This design comes from an exercise in tuning for small area on the open sky130 flow, not from production work.
The RTL was checked by simulation tests, not by an equivalence proof against the original design.
Power figures rest on the tool's default switching activity, not on a simulated workload.

==> design.v <==
package systolic_result_drain_pkg;
  localparam int unsigned DEF_N          = 8;
  localparam int unsigned DEF_DATA_WIDTH = 32;
  localparam int unsigned DEF_CNT_WIDTH  = $clog2(DEF_N + 1);
  typedef logic [DEF_DATA_WIDTH-1:0] result_row_t [DEF_N];
  typedef enum logic [1:0] {
    ST_IDLE = 2'd0,
    ST_RUN  = 2'd1,
    ST_DONE = 2'd2
  } drain_state_t;
  function automatic integer cnt_width;
    input integer n;
    cnt_width = $clog2(n + 1);
  endfunction
endpackage
module result_and_nor3 (
  input  logic [2:0] a_i,
  input  logic [2:0] s_i,
  output logic       y_no
);
  assign y_no = ~|(a_i & s_i);
endmodule
module systolic_result_drain
#(
  parameter int unsigned N          = 8,
  parameter int unsigned DATA_WIDTH = 32
) (
  input  logic                    clk_i,
  input  logic                    rst_i,
  input  logic                    start_i,
  input  logic [N*DATA_WIDTH-1:0] south_i,
  input  logic [N-1:0]            south_valid_i,
  output logic [N*DATA_WIDTH-1:0] out_data_o,
  output logic                    out_valid_o,
  input  logic                    out_ready_i,
  output logic [$clog2(N)-1:0]    out_row_o,
  output logic                    busy_o,
  output logic                    done_o,
  output logic                    overflow_o
);
  localparam int unsigned CW = systolic_result_drain_pkg::cnt_width(N);
  localparam int unsigned RW = $clog2(N);
  localparam logic [CW-1:0] FULL = CW'(N);
  logic                  run;
  logic                  done;
  logic [N-1:0]          row_oh;
  logic                  overflow;
  logic [N-1:0]          avail;
  logic [N-1:0]          drop;
  logic                  start_fire;
  logic                  accept;
  assign start_fire = !run && !done && start_i;
  assign accept     = out_valid_o && out_ready_i;
  for (genvar g = 0; g < N; g++) begin : g_col
    logic [DATA_WIDTH-1:0] mem [N];
    logic [CW-1:0]         cnt;
    logic                  wr;
    logic [DATA_WIDTH-1:0] rd_n0, rd_n1, rd_n2;
    assign wr      = run && south_valid_i[g] && (cnt < FULL);
    assign drop[g] = run && south_valid_i[g] && (cnt == FULL);
    always_ff @(posedge clk_i or posedge rst_i) begin
      if (rst_i)           cnt <= '0;
      else if (start_fire) cnt <= '0;
      else if (wr)         cnt <= cnt + CW'(1);
    end
    always_ff @(posedge clk_i) begin
      if (wr) mem[cnt[RW-1:0]] <= south_i[g*DATA_WIDTH +: DATA_WIDTH];
    end
    for (genvar b = 0; b < DATA_WIDTH; b++) begin : g_rd
      result_and_nor3 u_n0 (
        .a_i ({mem[2][b], mem[1][b], mem[0][b]}),
        .s_i (row_oh[2:0]),
        .y_no(rd_n0[b])
      );
      result_and_nor3 u_n1 (
        .a_i ({mem[5][b], mem[4][b], mem[3][b]}),
        .s_i (row_oh[5:3]),
        .y_no(rd_n1[b])
      );
    end
    assign rd_n2 = ~((mem[6] & {DATA_WIDTH{row_oh[6]}}) | (mem[7] & {DATA_WIDTH{row_oh[7]}}));
    assign out_data_o[g*DATA_WIDTH +: DATA_WIDTH] = ~(rd_n0 & rd_n1 & rd_n2);
    always_comb begin
      avail[g] = 1'b0;
      for (int unsigned i = 0; i < N; i++)
        if (row_oh[i] && (cnt > CW'(i))) avail[g] = 1'b1;
    end
  end
  always_ff @(posedge clk_i or posedge rst_i) begin
    if (rst_i) begin
      run      <= 1'b0;
      done     <= 1'b0;
      row_oh   <= N'(1);
      overflow <= 1'b0;
    end else begin
      done <= 1'b0;
      if (start_fire) begin
        run      <= 1'b1;
        row_oh   <= N'(1);
        overflow <= 1'b0;
      end
      if (run) begin
        if (|drop) overflow <= 1'b1;
        if (accept) begin
          if (row_oh[N-1]) begin
            run  <= 1'b0;
            done <= 1'b1;
          end else begin
            row_oh <= row_oh << 1;
          end
        end
      end
    end
  end
  assign out_valid_o = run && (&avail);
  always_comb begin
    out_row_o = '0;
    for (int unsigned i = 0; i < N; i++)
      if (row_oh[i]) out_row_o = out_row_o | RW'(i);
  end
  assign busy_o     = run;
  assign done_o     = done;
  assign overflow_o = overflow;
endmodule
==> flow/run.sh <==
#!/bin/bash
# The standard layout, with the port buffers made from the smallest buffer
# and a clock tree built from small buffers in small clusters, with no dummy loads.
set -euo pipefail
export BUFFER_PORTS_ARGS="-buffer_cell sky130_fd_sc_hd__buf_1"
export CTS_ARGS="-sink_clustering_enable -repair_clock_nets -sink_clustering_size 10 -sink_clustering_max_diameter 50 -buf_list sky130_fd_sc_hd__clkbuf_4 -dont_use_dummy_load"
bash standard.sh > standard.log 2>&1
==> standard.sh <==
#!/bin/bash
# synth_recipe.tcl (not shown) runs the flow's synth.tcl, then flattens the netlist and writes it again
# the make line also repeats each setting of config.mk as NAME=value (left out here)
make -C /OpenROAD-flow-scripts/flow DESIGN_CONFIG=/design/flow/config.mk WORK_HOME=/design/flow/orfs CLKGATE_MAP_FILE= SYNTH_SCRIPT=/design/flow/synth_recipe.tcl "${@:-finish}"
==> config.mk <==
export PLATFORM = sky130hd
export DESIGN_NAME = systolic_result_drain
export DESIGN_NICKNAME = systolic_result_drain
export VERILOG_FILES = /design/flow/design.v
export SDC_FILE = /design/flow/constraint.sdc
export NUM_CORES = 4
export LEC_CHECK = 0
export CAP_MARGIN = 5
export CORE_MARGIN = 2
export CORE_UTILIZATION = 45
export CTS_BUF_LIST = sky130_fd_sc_hd__clkbuf_4
export CTS_CLUSTER_DIAMETER = 50
export CTS_CLUSTER_SIZE = 10
export SLEW_MARGIN = 5
export SYNTH_HIERARCHICAL = 1
==> constraint.sdc <==
create_clock -name core_clock -period 6.0 [get_ports {clk_i}]
set_input_delay 1.2000 -clock core_clock [delete_from_list [all_inputs] [get_ports {clk_i}]]
set_output_delay 1.2000 -clock core_clock [all_outputs]
set_load 0.01 [all_outputs]
==> results of run 1 <==
[cell usage in the layout, fill, tap and decap left out, types with 16 or more instances in the layout]
| master | count |
|---|---|
| nand2_1 | 68 |
| a21oi_1 | 38 |
| dfrtp_1 | 35 |
| edfxtp_1 | 2048 |
| nor3_2 | 16 |
| a222oi_1 | 512 |
| a22oi_1 | 255 |
| nand3_1 | 257 |
| nand2b_1 | 16 |
| diode_2 | 23 |
| ha_1 | 24 |
| inv_1 | 21 |
| buf_1 | 530 |
| clkbuf_4 | 274 |
| buf_4 | 92 |
| nor2_1 | 41 |
| nor2_4 | 48 |
[critical path, cell delays in order, from the launching register on]
cell	delay, ns
dfstp_4	1.32
or4_4	0.40
nand2b_1	0.17
nand2_1	0.07
a221oi_1	0.34
and4b_4	0.38
buf_1	0.19
[flip-flops by register name, indices dropped and copies added (netlist names)]
register,cells
overflow,1
row_oh,8
g_col.cnt,32
done,1
run,1
g_col.mem,2048
[layer usage]
metal  up-vias  share of wire, %
met5         -              0.17
met4        52               2.2
met3       309                10
met2      1967                46
met1     20700                41
li1      17500                 -
[modules after synthesis, one instance, submodules excluded]
module                 times used  area [sq um]
systolic_result_drain           1         68100
result_and_nor3               512          10.0
[area by class of cell]
cell class,count,area (sq um)
fill,13400,81200
inverter,22,82.6
sequential,2091,62600
timing repair buffer,627,2750
tap,2175,2720
multi-input combinational,1363,10700
clock buffer,274,2060
antenna,23,57.6
[cell families after synthesis]
family | Yosys count
AOI/OAI and AO/OA | 844
DFF | 2091
and+or+nand+nor | 481
xor gates and xnor gates | 8
muxes | 6
adders and majority gates | 24
buffers and inverters | 102
[through the flow]
stage | hold WS (ns) | utilization, % | power, mW | cells
floorplan | 0.510 | - | 23.4 | 3556
global placement | 0.481 | 48.6 | 27.5 | 6275
detailed placement | 0.493 | 48.6 | 27.6 | 6275
CTS | 0.000522 | 49.9 | 34.0 | 6552
global route | 0.0703 | 49.9 | 35.2 | 6562
finish | 0.191 | 49.9 | 33.6 | 6575
[how the worst min path moves through the flow]
stage	start	to	cells after the start
2_1_floorplan	g_col[0].cnt[3]	g_col[0].cnt[3]	2
6_report	south_i[227]	g_col[7].mem[5][3]	1
3_5_place_dp	overflow	overflow	2
4_1_cts	south_i[148]	g_col[4].mem[1][20]	1
5_1_grt	south_i[225]	g_col[7].mem[4][1]	1
3_3_place_gp	overflow	overflow	2
[power by group]
part           internal, mW  switching [mW]  leakage, nW
Clock                  2.11            4.36         1.26
Combinational          2.39            5.99         4.06
Sequential             17.9           0.857         19.1
==> run summary, run 1 <==
crit end category=output pin; # setup viols final=0; layer with the highest usage=met2; worst setup path end=out_valid_o; reg2reg start=row_oh[0]; Final min period=5.36 ns; crit path from=row_oh[0]; Core Rows=148; dpl hpwl=97300 microns; Synth Area in Adders=0.410%; initial antenna violation count=48; Setup TNS=0 ns; global route overflow=0; drt first pass iters=13; DRC=0; WL final=187000 microns; mean post-synth cell area=20.6 sq um; period utilization=roughly nine tenths; gate count after technology mapping=~3.6k; Routed Antenna Nets=0; R2R Path End=row_oh[4]; Worst-path clk slew=0.11 ns; Final Hold Fails=0; final instance area=81000 sq um; layout cell share with drive strength beyond 1=around 10%; depth of the most critical reg-to-reg path=7; main flop type after synthesis=edfxtp_1; Die H=407 microns; worst slack, placed=1.96 ns; PD cells=415 nW/um^2; P_leak=between 20 and 25 nW; GR Layer Usage met2=33.7%; most frequent cell after synthesis=edfxtp_1; worst endpoint required time=4.80 ns; RSZ-0062 raised after global routing=no; Resize count post-CTS=0; met1 usage=a little under a third; Synth area leader=edfxtp_1; largest net degree at the start of global routing=174; multiplexer share of the synthesized area=0.109%; maximum vdd ir drop=0.297 mV; Max-Cap Viols=0; largest family of logic cells by synthesized area=compound AO/OA/AOI/OAI gates; clk_skew=0.137 ns; crit path launch type=flip-flop; Post-Syn Nets=3848; Max Buffers Root-to-Sink=4; Distinct cells, synth=47; YS warnings=7; I/O Buffers=530; number of synthesized register bits=roughly 2.1k; post-route setup slack=0.640 ns; Synth top cells by count=edfxtp_1 (2048), a222oi_1 (512), nand3_1 (257), a22oi_1 (255), nor2_1 (89); initial core utilization=45.1%; r2r setup slk=around 2.6 ns; Placed Area=78800 sq um; Via density=6.15; DIE WIDTH=407 microns; core area=about 160000 sq um; Slew headroom=approximately a fifth; synthesized area=73200 sq um; first-pass GRT wire length=269000 microns; critical path class=flip-flop to output pin; die area=~170000 sq um; outcome=finished clean; clk sinks=2091; via count=40.5k; H-Tree Level Count=5; EDFF count, synth=2048; post-synthesis simple-gate area fraction=3.14%; clock latency on the worst-skew pair=1.35 ns; hold_buf cts=3; final slew viol count=0; HP Class=primary input to flip-flop; CTS tree=done; Final #Nets=approximately 4.7k; area grow syn2layout=10.6%; Ports=531; Yosys top cell area share=a little over four fifths; GPL Wtd Cong=0.735; vias in the first global route=slightly below 40k; top area cells in the synthesized netlist=edfxtp_1 (84%), a222oi_1 (7.0%), a22oi_1 (2.6%); crit path DAT=4.16 ns; Synth Area in Compound Gates=10.2%; FMAX=about 0.19 GHz; ys async rst share=2.06%; total track usage=21.9%; average wire per standard cell=between 20 and 30 microns; Clock Tree Root=clkbuf_4; largest fanout on the critical path=between 60 and 70; postcts setup bufs=0; Synth Area in XOR/XNOR=less than 1%; register area share after synthesis=a little under nine tenths; initial DRC count=5427; CTS buffer count=274; met3 Usage GRT=6.39%; Worst Tran Pin Value=1.19 ns
==> run 2, diff against run 1 <==
==> flow/run.sh (replaced) <==
#!/bin/bash
# The standard layout, with the port buffers made from the smallest buffer
# and a clock tree built from mid-sized buffers and no dummy loads.
set -euo pipefail
export BUFFER_PORTS_ARGS="-buffer_cell sky130_fd_sc_hd__buf_1"
export CTS_ARGS="-sink_clustering_enable -repair_clock_nets -sink_clustering_size 10 -sink_clustering_max_diameter 50 -buf_list sky130_fd_sc_hd__clkbuf_4 -dont_use_dummy_load"
bash standard.sh > standard.log 2>&1
--- a/config.mk
+++ b/config.mk
@@ -5,11 +5,11 @@
 export SDC_FILE = /design/flow/constraint.sdc
 export NUM_CORES = 4
 export LEC_CHECK = 0
-export CAP_MARGIN = 5
+export CAP_MARGIN = 20
 export CORE_MARGIN = 2
-export CORE_UTILIZATION = 45
+export CORE_UTILIZATION = 50
 export CTS_BUF_LIST = sky130_fd_sc_hd__clkbuf_4
 export CTS_CLUSTER_DIAMETER = 50
 export CTS_CLUSTER_SIZE = 10
-export SLEW_MARGIN = 5
+export SLEW_MARGIN = 20
 export SYNTH_HIERARCHICAL = 1
==> run 2 against run 1 <==
  * Still clean
  * Sequential power about the same
  * First-iteration DRC count decreased by 8.8%
  * Count of clock-buffer cells in the layout decreased by 37
  * Final cell count decreased by 4.3%
  * Area after synthesis unchanged
  * Die area decreased by 9.9%
  * Critical path depth unchanged
  * Largest power group unchanged
==> run summary, run 2 <==
outcome=finished clean; area grow syn2layout=9.77%; Resize count post-CTS=0 (unchanged); Yosys top cell area share=84.0% (unchanged); Die H=387 microns (-5.1%); worst endpoint required time=4.80 ns (about the same); Synth area leader=edfxtp_1; Setup TNS=0 ns (unchanged); I/O Buffers=530 (unchanged); dpl hpwl=96400 microns (-0.92%); PD cells=412 nW/um^2 (-0.83%); core area=146000 sq um (-10%); crit end category=output pin; main flop type after synthesis=edfxtp_1; Ports=531 (unchanged); clk sinks=2091 (unchanged); most frequent cells in the layout=edfxtp_1 (2048), buf_1 (530), a222oi_1 (512), nand3_1 (257), a22oi_1 (255); max FFs per register=2048 (unchanged); initial core utilization=50.3% (+5.2 points); first-pass GRT wire length=268000 microns (-0.48%); Distinct cells, synth=47 (unchanged); average wire per standard cell=29.3 microns (+3.0%); Worst Tran Pin Value=1.12 ns (-0.0641 ns); gate count after technology mapping=3556 (unchanged); DIE WIDTH=387 microns (-5.1%); global route overflow=0 (unchanged); most common cell after layout, fill and taps aside=edfxtp_1; layout cell share with drive strength beyond 1=9.59% (-0.72 points); hold_buf cts=0 (-3); Final #Nets=4633 (-0.81%); synthesized area=73200 sq um (unchanged); drt first pass iters=9 (-4); top area cells in the synthesized netlist=edfxtp_1 (84%), a222oi_1 (7.0%), a22oi_1 (2.6%); final slew viol count=0 (unchanged); reg2reg start=row_oh[3]; period utilization=83.0% (-6.4 points); via count=40.0k (-1.0%); most frequent cell after synthesis=edfxtp_1; DRC=0 (unchanged); clk_skew=0.130 ns (-0.00654 ns); Slew headroom=25.1% (+4.3 points); die area=150000 sq um (-9.9%); CTS tree=done; P_leak=24.2 nW (-0.69%); clock latency on the worst-skew pair=1.25 ns (-0.10 ns); ys async rst share=2.06% (unchanged); vias in the first global route=39.4k (-0.59%); critical path class=flip-flop to output pin; Synth top cells by count=edfxtp_1 (2048), a222oi_1 (512), nand3_1 (257), a22oi_1 (255), nor2_1 (89); FMAX=0.201 GHz (+7.7%); worst slack, placed=2.20 ns (+0.248 ns); YS warnings=7 (unchanged); Final min period=4.98 ns (-0.382 ns); total track usage=24.2% (+2.3 points); maximum vdd ir drop=0.286 mV (-3.6%); Max Buffers Root-to-Sink=3 (-1); Core Rows=140 (-5.4%); worst setup path end=out_valid_o; Via density=6.37 (+3.4%); largest net degree at the start of global routing=137 (-21%); depth of the most critical reg-to-reg path=7 (unchanged); r2r setup slk=2.97 ns (+0.39 ns); largest fanout on the critical path=36 (-44%); postcts setup bufs=0 (unchanged); register area share after synthesis=85.4% (unchanged); R2R Path End=row_oh[6]; WL final=184000 microns (-1.5%); RSZ-0062 raised after global routing=no; HP Class=primary input to asynchronous set/reset pin; H-Tree Level Count=4 (-1); Max-Cap Viols=0 (unchanged); crit path launch type=flip-flop; post-route setup slack=1.02 ns (+0.382 ns); Final Hold Fails=0 (unchanged); initial antenna violation count=35 (-27%); mean post-synth cell area=20.6 sq um (unchanged); crit path from=row_oh[3]; Worst-path clk slew=0.09 ns (-0.02 ns); crit path DAT=3.78 ns (-0.38 ns); Routed Antenna Nets=0 (unchanged); initial DRC count=4950 (-8.8%); EDFF count, synth=2048 (unchanged); CTS buffer count=237 (-14%); # setup viols final=0 (unchanged); Clock Tree Root=clkbuf_4; GPL Wtd Cong=0.738 (+0.35%); Post-Syn Nets=3848 (unchanged); number of synthesized register bits=2091 (unchanged)
## run 2: cell types whose count changed in the layout (fill, tap and decap cells not counted)
cell and delta:
buf_4 +2, clkbuf_4 -37, dlygate4sd3_1 -3, clkinv_2 +1, diode_2 +12, inv_2 -1
## run 2: layout make-up
type                    instances  area, sq um
flip-flops and latches       2091        62600
fillers                     11300        65200
well taps                    1917         2400
inverters                      22         83.8
multi-input cells            1363        10700
diodes                         35         87.6
repair buffers                626         2740
clock buffers                 237         1780
## run 2: metrics by stage
step / power (mW) / std cells / hold WS (ns) / utilization (%) / area, sq um
after floorplan: 23.4 / 3556 / 0.510 / - / 73200
after global placement: 27.5 / 6019 / 0.485 / 53.9 / 78500
after detailed placement: 27.6 / 6019 / 0.508 / 53.9 / 78500
after CTS: 33.5 / 6256 / 0.0785 / 55.2 / 80300
after global routing: 34.7 / 6274 / 0.0115 / 55.2 / 80300
final: 33.1 / 6291 / 0.143 / 55.2 / 80400
## run 2: kinds of logic (layout without fill, tap and decap cells)
family          count (synthesis)  in the layout  share of synthesized area, %
compound gates                844            844                          10.2
xor+xnor                        8              8                        0.0957
fa+ha+maj                      24             24                         0.410
simple gates                  481            481                          3.14
mux                             6              6                         0.109
flops                        2091           2091                          85.4
buf+inv                       102            885                         0.554
other cells                     0             35                             0
## run 2: Yosys stat by module, one instance, submodules excluded
module                 times used  cells inside  flip-flops and latches  area, sq um
result_and_nor3               512             1                       0         10.0
systolic_result_drain           1          3044                    2091        68100
## run 2: worst min path at each step
stage	from	to	slack (ns)	cells after the start
after detailed placement	overflow	overflow	0.51	2
after floorplan	g_col[0].cnt[3]	g_col[0].cnt[3]	0.51	2
final	rst_i	g_col[4].cnt[3]	0.14	2
after CTS	south_i[206]	g_col[6].mem[0][14]	0.08	1
after global placement	overflow	overflow	0.48	2
after global routing	rst_i	g_col[4].cnt[3]	0.01	2
## run 2: power breakdown
| part | total (mW) | switching [mW] | internal (mW) |
|---|---|---|---|
| Clock | 5.99 | 4.19 | 1.80 |
| Sequential | 18.7 | 0.734 | 17.9 |
| Combinational | 8.47 | 6.08 | 2.39 |
| Total | 33.1 | 11.0 | 22.1 |
## run 2: routing by layer
| layer | track usage (%) | vias up | share of wire (%) |
|---|---|---|---|
| li1 | - | 17400 | - |
| met4 | 5.91 | 32 | 1.9 |
| met2 | 38.7 | 1802 | 48 |
| met1 | 33.7 | 20600 | 40 |
| met3 | 6.20 | 270 | 9.8 |
| met5 | 0 | - | 0.11 |
## run 2: worst max-delay path: stages, from the launching register on
cell	delay [ns]
dfrtp_4	0.71
or4_4	0.60
o31a_1	0.31
o31ai_1	0.42
a221oi_1	0.11
and4b_4	0.26
buf_1	0.22
==> run 3, diff against run 2 <==
==> flow/run.sh (replaced) <==
#!/bin/bash
# The standard layout, with the port buffers made from the smallest buffer
# and a clock tree built from mid-sized buffers and no dummy loads.
set -euo pipefail
export BUFFER_PORTS_ARGS="-buffer_cell sky130_fd_sc_hd__buf_1"
export CTS_ARGS="-sink_clustering_enable -repair_clock_nets -sink_clustering_size 16 -sink_clustering_max_diameter 60 -buf_list sky130_fd_sc_hd__clkbuf_8 -dont_use_dummy_load"
bash standard.sh > standard.log 2>&1
--- a/config.mk
+++ b/config.mk
@@ -8,8 +8,8 @@
 export CAP_MARGIN = 20
 export CORE_MARGIN = 2
 export CORE_UTILIZATION = 50
-export CTS_BUF_LIST = sky130_fd_sc_hd__clkbuf_4
-export CTS_CLUSTER_DIAMETER = 50
-export CTS_CLUSTER_SIZE = 10
+export CTS_BUF_LIST = sky130_fd_sc_hd__clkbuf_8
+export CTS_CLUSTER_DIAMETER = 60
+export CTS_CLUSTER_SIZE = 16
 export SLEW_MARGIN = 20
 export SYNTH_HIERARCHICAL = 1
==> run 3 against run 2 <==
  * Count of clock-buffer cells in the layout is 76 lower
  * Wire length decreased by 0.68%
  * Global-route usage fell by 0.29 points
  * Largest cell class unchanged
  * Critical path depth stayed put
  * Clock skew shrank 0.045 ns
==> run summary, run 3 <==
outcome=finished clean; area grow syn2layout=10.3%; crit path DAT=3.50 ns (-0.28 ns); drt first pass iters=10 (+1); Die H=387 microns (unchanged); most common cell after layout, fill and taps aside=edfxtp_1; initial DRC count=4841 (-2.2%); first-pass GRT wire length=264000 microns (-1.3%); Resize count post-CTS=0 (unchanged); CP max stage cell=dfrtp_4; Final #Nets=4557 (-1.6%); initial core utilization=50.3% (unchanged); mean post-synth cell area=20.6 sq um (unchanged); Max Buffers Root-to-Sink=3 (unchanged); period utilization=78.3% (-4.7 points); Distinct cells, synth=47 (unchanged); biggest cell delay along the critical path=0.71 ns (about the same); depth of the most critical reg-to-reg path=7 (unchanged); Final Hold Fails=0 (unchanged); most frequent cells in the layout=edfxtp_1 (2048), buf_1 (530), a222oi_1 (512), nand3_1 (257), a22oi_1 (255); core area=146000 sq um (unchanged); critical path class=flip-flop to output pin; synthesized area=73200 sq um (unchanged); most frequent cell after synthesis=edfxtp_1; top area cells in the synthesized netlist=edfxtp_1 (84%), a222oi_1 (7.0%), a22oi_1 (2.6%); GPL Wtd Cong=0.738 (unchanged); H-Tree Level Count=4 (unchanged); global route overflow=0 (unchanged); main flop type after synthesis=edfxtp_1; CTS tree=done; maximum vdd ir drop=0.286 mV (-0.15%); Via density=6.36 (about the same); crit path launch type=flip-flop; ys async rst share=2.06% (unchanged); worst endpoint required time=4.80 ns (about the same); average wire per standard cell=29.5 microns (+0.76%); FMAX=0.213 GHz (+6.0%); number of synthesized register bits=2091 (unchanged); vias in the first global route=38.5k (-2.4%); Sequential Area=62600 sq um (unchanged); layout cell share with drive strength beyond 1=7.98% (-1.6 points); hold_buf cts=0 (unchanged); I/O Buffers=530 (unchanged); Worst-path clk slew=0.10 ns (about the same); GR Layer Usage met2=38.1% (-0.62 points); postcts setup bufs=0 (unchanged); HP Class=primary input to asynchronous set/reset pin; total track usage=24.0% (-0.29 points); crit end category=output pin; via count=39.5k (-1.5%); Routed Antenna Nets=0 (unchanged); register area share after synthesis=85.4% (unchanged); met1 usage=33.1% (-0.62 points); Final min period=4.70 ns (-0.283 ns); Synth area leader=edfxtp_1; Slew headroom=23.5% (-1.6 points); CTS buffer count=161 (-32%); dpl hpwl=96400 microns (unchanged); DIE WIDTH=387 microns (unchanged); multi-input gate area in the final layout=10700 sq um (unchanged); largest fanout on the critical path=36 (unchanged); Ports=531 (unchanged); EDFF count, synth=2048 (unchanged); DRC=0 (unchanged); Yosys top cell area share=84.0% (unchanged); final slew viol count=0 (unchanged); Core Rows=140 (unchanged); Synth top cells by count=edfxtp_1 (2048), a222oi_1 (512), nand3_1 (257), a22oi_1 (255), nor2_1 (89); Filler cells=11.2k (-1.0%); met3 Usage GRT=6.40% (+0.19 points); layer with the highest usage=met2; Setup TNS=0 ns (unchanged); Placed Area=78500 sq um (unchanged); max FFs per register=2048 (unchanged); clk sinks=2091 (unchanged); final instance area=80800 sq um (+0.50%); gate count after technology mapping=3556 (unchanged); P_leak=24.3 nW (+0.28%); # setup viols final=0 (unchanged); clk_skew=0.0850 ns (-0.0454 ns); final core occ=55.5% (+0.28 points); clock latency on the worst-skew pair=0.90 ns (-0.35 ns); Post-Syn Nets=3848 (unchanged); Max-Cap Viols=0 (unchanged); initial antenna violation count=43 (+23%); WL final=183000 microns (-0.68%); Worst Tran Pin Value=1.15 ns (+0.0241 ns); PD cells=417 nW/um^2 (+1.2%); YS warnings=7 (unchanged); Clock Tree Root=clkbuf_8; RSZ-0062 raised after global routing=no; die area=150000 sq um (unchanged); largest net degree at the start of global routing=137 (unchanged); worst path cell trace=or4_4 > o31a_1 > o31ai_1 > a221oi_1 > and4b_4 > buf_1
-- run 3: changes by cell type in the layout (fill, tap and decap cells not counted), sizes merged --
cell    previous run  this run
clkbuf           237       161
diode             35        21
-- run 3: path summary, 6_finish.rpt --
kind                            startpoint               to  slack, ns
worst max-delay path             row_oh[3]      out_valid_o       1.30
worst min-delay path                 rst_i  g_col[2].cnt[3]       0.45
worst max register to register   row_oh[3]        row_oh[6]       2.96
worst min register to register    overflow         overflow       0.51
max in group asynchronous            rst_i        row_oh[4]       4.94
min in group core_clock           overflow         overflow       0.51
-- run 3: layout make-up --
type                       count  area share, %
sequential                  2091           77.5
multi-input combinational   1363           13.2
tap                         1917           2.97
inverter                      22          0.104
clock buffer                 161           2.74
antenna                       21         0.0650
timing repair buffer         626           3.39
-- run 3: modules after synthesis, one instance, submodules excluded --
module / times used / flip-flops and latches / cells inside
result_and_nor3: 512 / 0 / 1
systolic_result_drain: 1 / 2091 / 3044
-- run 3: logic make-up after synthesis --
family                   count (synthesis)  synth area share, %
flip-flops                            2091                 85.4
AO/OA/AOI/OAI                          844                 10.2
AND/OR/NAND/NOR                        481                 3.14
buffers and inverters                  102                0.554
adder cells (fa/ha/maj)                 24                0.410
XOR/XNOR                                 8               0.0957
multiplexers                             6                0.109
-- run 3: layer usage --
layer / part of all wire, % / wire length (microns)
met5: 0.17 / 309
met4: 2.1 / 3810
met3: 9.9 / 18100
met2: 48 / 87800
met1: 40 / 72700
-- run 3: per-stage QoR --
stage / power (mW) / hold slack (ns) / worst slack [ns] / std cells
after CTS: 34.1 / 0.496 / 1.23 / 6180
after global placement: 27.5 / 0.485 / 2.24 / 6019
after detailed placement: 27.6 / 0.508 / 2.20 / 6019
after global routing: 35.2 / 0.439 / 1.20 / 6190
after floorplan: 23.4 / 0.510 / 1.09 / 3556
final: 33.7 / 0.446 / 1.30 / 6201
-- run 3: where the power goes --
group          leakage (nW)  internal, mW  switching [mW]
Sequential             19.1          17.9           0.731
Clock                  1.16          2.40            4.13
Combinational          4.06          2.39            6.09
-- run 3: worst max-delay path, delay by kind of cell (launching register included) --
family	cells	cell delay, ns
flip-flops	1	0.71
buffers and inverters	1	0.23
AND/OR/NAND/NOR	2	0.87
AO/OA/AOI/OAI	3	0.86
==> run 4, diff against run 3 <==
==> flow/run.sh (replaced) <==
#!/bin/bash
# The standard layout, with the port buffers made from the smallest buffer
# and a clock tree built from mid-sized buffers in small clusters, with no dummy loads.
set -euo pipefail
export BUFFER_PORTS_ARGS="-buffer_cell sky130_fd_sc_hd__buf_1"
export CTS_ARGS="-sink_clustering_enable -repair_clock_nets -sink_clustering_size 16 -sink_clustering_max_diameter 60 -buf_list sky130_fd_sc_hd__clkbuf_8 -dont_use_dummy_load"
bash standard.sh > standard.log 2>&1
==> run 4 against run 3 <==
  * Still clean
  * Setup slack unchanged
  * Area after synthesis unchanged
  * Non-clock buffer count unchanged
  * Critical path depth unchanged
  * Maximum frequency unchanged
  * Largest power group unchanged
==> run summary, run 4 <==
GR Layer Usage met2=38.1% (unchanged); Final Hold Fails=0 (unchanged); Via density=6.36 (unchanged); GPL Wtd Cong=0.738 (unchanged); R2R Path End=row_oh[6]; ys async rst share=2.06% (unchanged); Max Buffers Root-to-Sink=3 (unchanged); Slew headroom=23.5% (unchanged); depth of the most critical reg-to-reg path=7 (unchanged); number of synthesized register bits=2091 (unchanged); initial DRC count=4841 (unchanged); H-Tree Level Count=4 (unchanged); drt first pass iters=10 (unchanged); worst endpoint required time=4.80 ns (about the same); PD cells=417 nW/um^2 (unchanged); DP Cell Count=6019 (unchanged); initial antenna violation count=43 (unchanged); post-route setup slack=1.30 ns (unchanged); most frequent cell after synthesis=edfxtp_1; Resize count post-CTS=0 (unchanged); HP Class=primary input to asynchronous set/reset pin; global route overflow=0 (unchanged); clk sinks=2091 (unchanged); reg2reg start=row_oh[3]; RSZ-0062 raised after global routing=no; layout cell share with drive strength beyond 1=7.98% (unchanged); WL final=183000 microns (unchanged); Die H=387 microns (unchanged); period utilization=78.3% (unchanged); total power=33.7 mW (unchanged); Setup TNS=0 ns (unchanged); Synth area leader=edfxtp_1; mean post-synth cell area=20.6 sq um (unchanged); via count=39.5k (unchanged); met1 usage=33.1% (unchanged); # setup viols final=0 (unchanged); Clock Tree Root=clkbuf_8; CTS buffer count=161 (unchanged); Routed Antenna Nets=0 (unchanged); Post-Layout Cell Count=6201 (unchanged); dpl hpwl=96400 microns (unchanged); layer with the highest usage=met2; first-pass GRT wire length=264000 microns (unchanged); average wire per standard cell=29.5 microns (unchanged); crit path from=row_oh[3]; die area=150000 sq um (unchanged); Filler cells=11.2k (unchanged); Yosys top cell area share=84.0% (unchanged); register area share after synthesis=85.4% (unchanged); I/O Buffers=530 (unchanged); clk_skew=0.0850 ns (unchanged); met3 Usage GRT=6.40% (unchanged); r2r setup slk=2.96 ns (about the same); YS warnings=7 (unchanged); Final min period=4.70 ns (unchanged); postcts setup bufs=0 (unchanged); synthesized area=73200 sq um (unchanged); CTS tree=done; FMAX=0.213 GHz (unchanged); outcome=finished clean; largest fanout on the critical path=36 (unchanged); final slew viol count=0 (unchanged); top area cells in the synthesized netlist=edfxtp_1 (84%), a222oi_1 (7.0%), a22oi_1 (2.6%); most frequent cells in the layout=edfxtp_1 (2048), buf_1 (530), a222oi_1 (512), nand3_1 (257), a22oi_1 (255); DRC=0 (unchanged); area grow syn2layout=10.3% (unchanged); Post-Syn Nets=3848 (unchanged); Final #Nets=4557 (unchanged); clock latency on the worst-skew pair=0.90 ns (about the same); core area=146000 sq um (unchanged); most common cell after layout, fill and taps aside=edfxtp_1; largest net degree at the start of global routing=137 (unchanged); gate count after technology mapping=3556 (unchanged); Worst-path clk slew=0.10 ns (about the same); P_leak=24.3 nW (unchanged); initial core utilization=50.3% (unchanged); Distinct cells, synth=47 (unchanged); worst slack, placed=2.20 ns (unchanged); Ports=531 (unchanged); crit path DAT=3.50 ns (about the same); max FFs per register=2048 (unchanged); Max-Cap Viols=0 (unchanged); hold_buf cts=0 (unchanged); main flop type after synthesis=edfxtp_1; DIE WIDTH=387 microns (unchanged); Synth top cells by count=edfxtp_1 (2048), a222oi_1 (512), nand3_1 (257), a22oi_1 (255), nor2_1 (89); crit path launch type=flip-flop; crit end category=output pin; total track usage=24.0% (unchanged); Worst Tran Pin Value=1.15 ns (unchanged); Core Rows=140 (unchanged); vias in the first global route=38.5k (unchanged); critical path class=flip-flop to output pin; EDFF count, synth=2048 (unchanged); maximum vdd ir drop=0.286 mV (unchanged)
## run 4: cell counts after synthesis
Identical to the previous run, type by type.
## run 4: layout make-up
| type | instances | area [sq um] | area share, % |
|---|---|---|---|
| sequential | 2091 | 62600 | 77.5 |
| multi-input combinational | 1363 | 10700 | 13.2 |
| timing repair buffer | 626 | 2740 | 3.39 |
| tap | 1917 | 2400 | 2.97 |
| clock buffer | 161 | 2220 | 2.74 |
| inverter | 22 | 83.8 | 0.104 |
| antenna | 21 | 52.6 | 0.0650 |
## run 4: critical path: stages (launching register included)
cell and delay (ns):
dfrtp_4 0.71, or4_4 0.61, o31a_1 0.31, o31ai_1 0.43, a221oi_1 0.12, and4b_4 0.26, buf_1 0.23
## run 4: metrics by stage
stage	utilization, %	cell area (sq um)	hold WS [ns]
floorplan	-	73200	0.510
global placement	53.9	78500	0.485
detailed placement	53.9	78500	0.508
CTS	55.5	80700	0.496
global route	55.5	80800	0.439
finish	55.5	80800	0.446
## run 4: routing by layer
metal,routed length [microns],up-vias
met4,3810,48
met5,309,-
met2,87800,1704
li1,-,17100
met3,18100,266
met1,72700,20300
## run 4: logic make-up after synthesis
kind of cell	share of synthesized area, %
simple gates	3.14
flops	85.4
fa+ha+maj	0.410
mux	0.109
compound gates	10.2
xor+xnor	0.0957
buf+inv	0.554
## run 4: how the worst max path moves through the flow
stage	cells after the start	slack, ns	endpoint
2_1_floorplan	7	1.09	out_valid_o
3_3_place_gp	6	2.24	out_valid_o
3_5_place_dp	4	2.20	out_data_o[168]
4_1_cts	4	1.23	out_data_o[168]
5_1_grt	6	1.20	out_valid_o
6_report	6	1.30	out_valid_o
## run 4: where the power goes
part / switching, mW / internal, mW
Sequential: 0.731 / 17.9
Clock: 4.13 / 2.40
Combinational: 6.09 / 2.39
Total: 11.0 / 22.7
## run 4: modules after synthesis, one instance, submodules excluded
module / flip-flops and latches / cells inside / cell area [sq um]
result_and_nor3: 0 / 1 / 10.0
systolic_result_drain: 2091 / 3044 / 68100

what the ideal ports hide:
How much do the figures lean on ideal ports? The routed layouts below were timed once more, with nothing changed but the port constraints.
Step 1, drivers: a clkbuf_16 drives clk_i and a buf_2 each remaining input, both assumed.
Step 2 times the ports against the registers' clock, not the clock port: input delays grow and output delays shrink by t, the midpoint of the rising clock arrivals with the driver on.
Slacks: ideal ports / drivers / drivers and shift; pairs: ideal ports / drivers.
| run | shift t [ns] | setup slack, ns | worst setup path at the end | latest minus earliest clock arrival (ns) |
|---|---|---|---|---|
| run 1 | 1.343 | 0.640 / 0.559 / 1.902 | register to output | 0.190 / 0.190 |
| run 2 | 1.256 | 1.021 / 0.946 / 2.201 | register to output | 0.158 / 0.157 |
| run 3 | 0.942 | 1.305 / 1.225 / 2.167 | register to output | 0.090 / 0.090 |
| run 4 | 0.942 | 1.305 / 1.225 / 2.167 | register to output | 0.090 / 0.090 |
After both steps setup and hold are still met in every run listed.
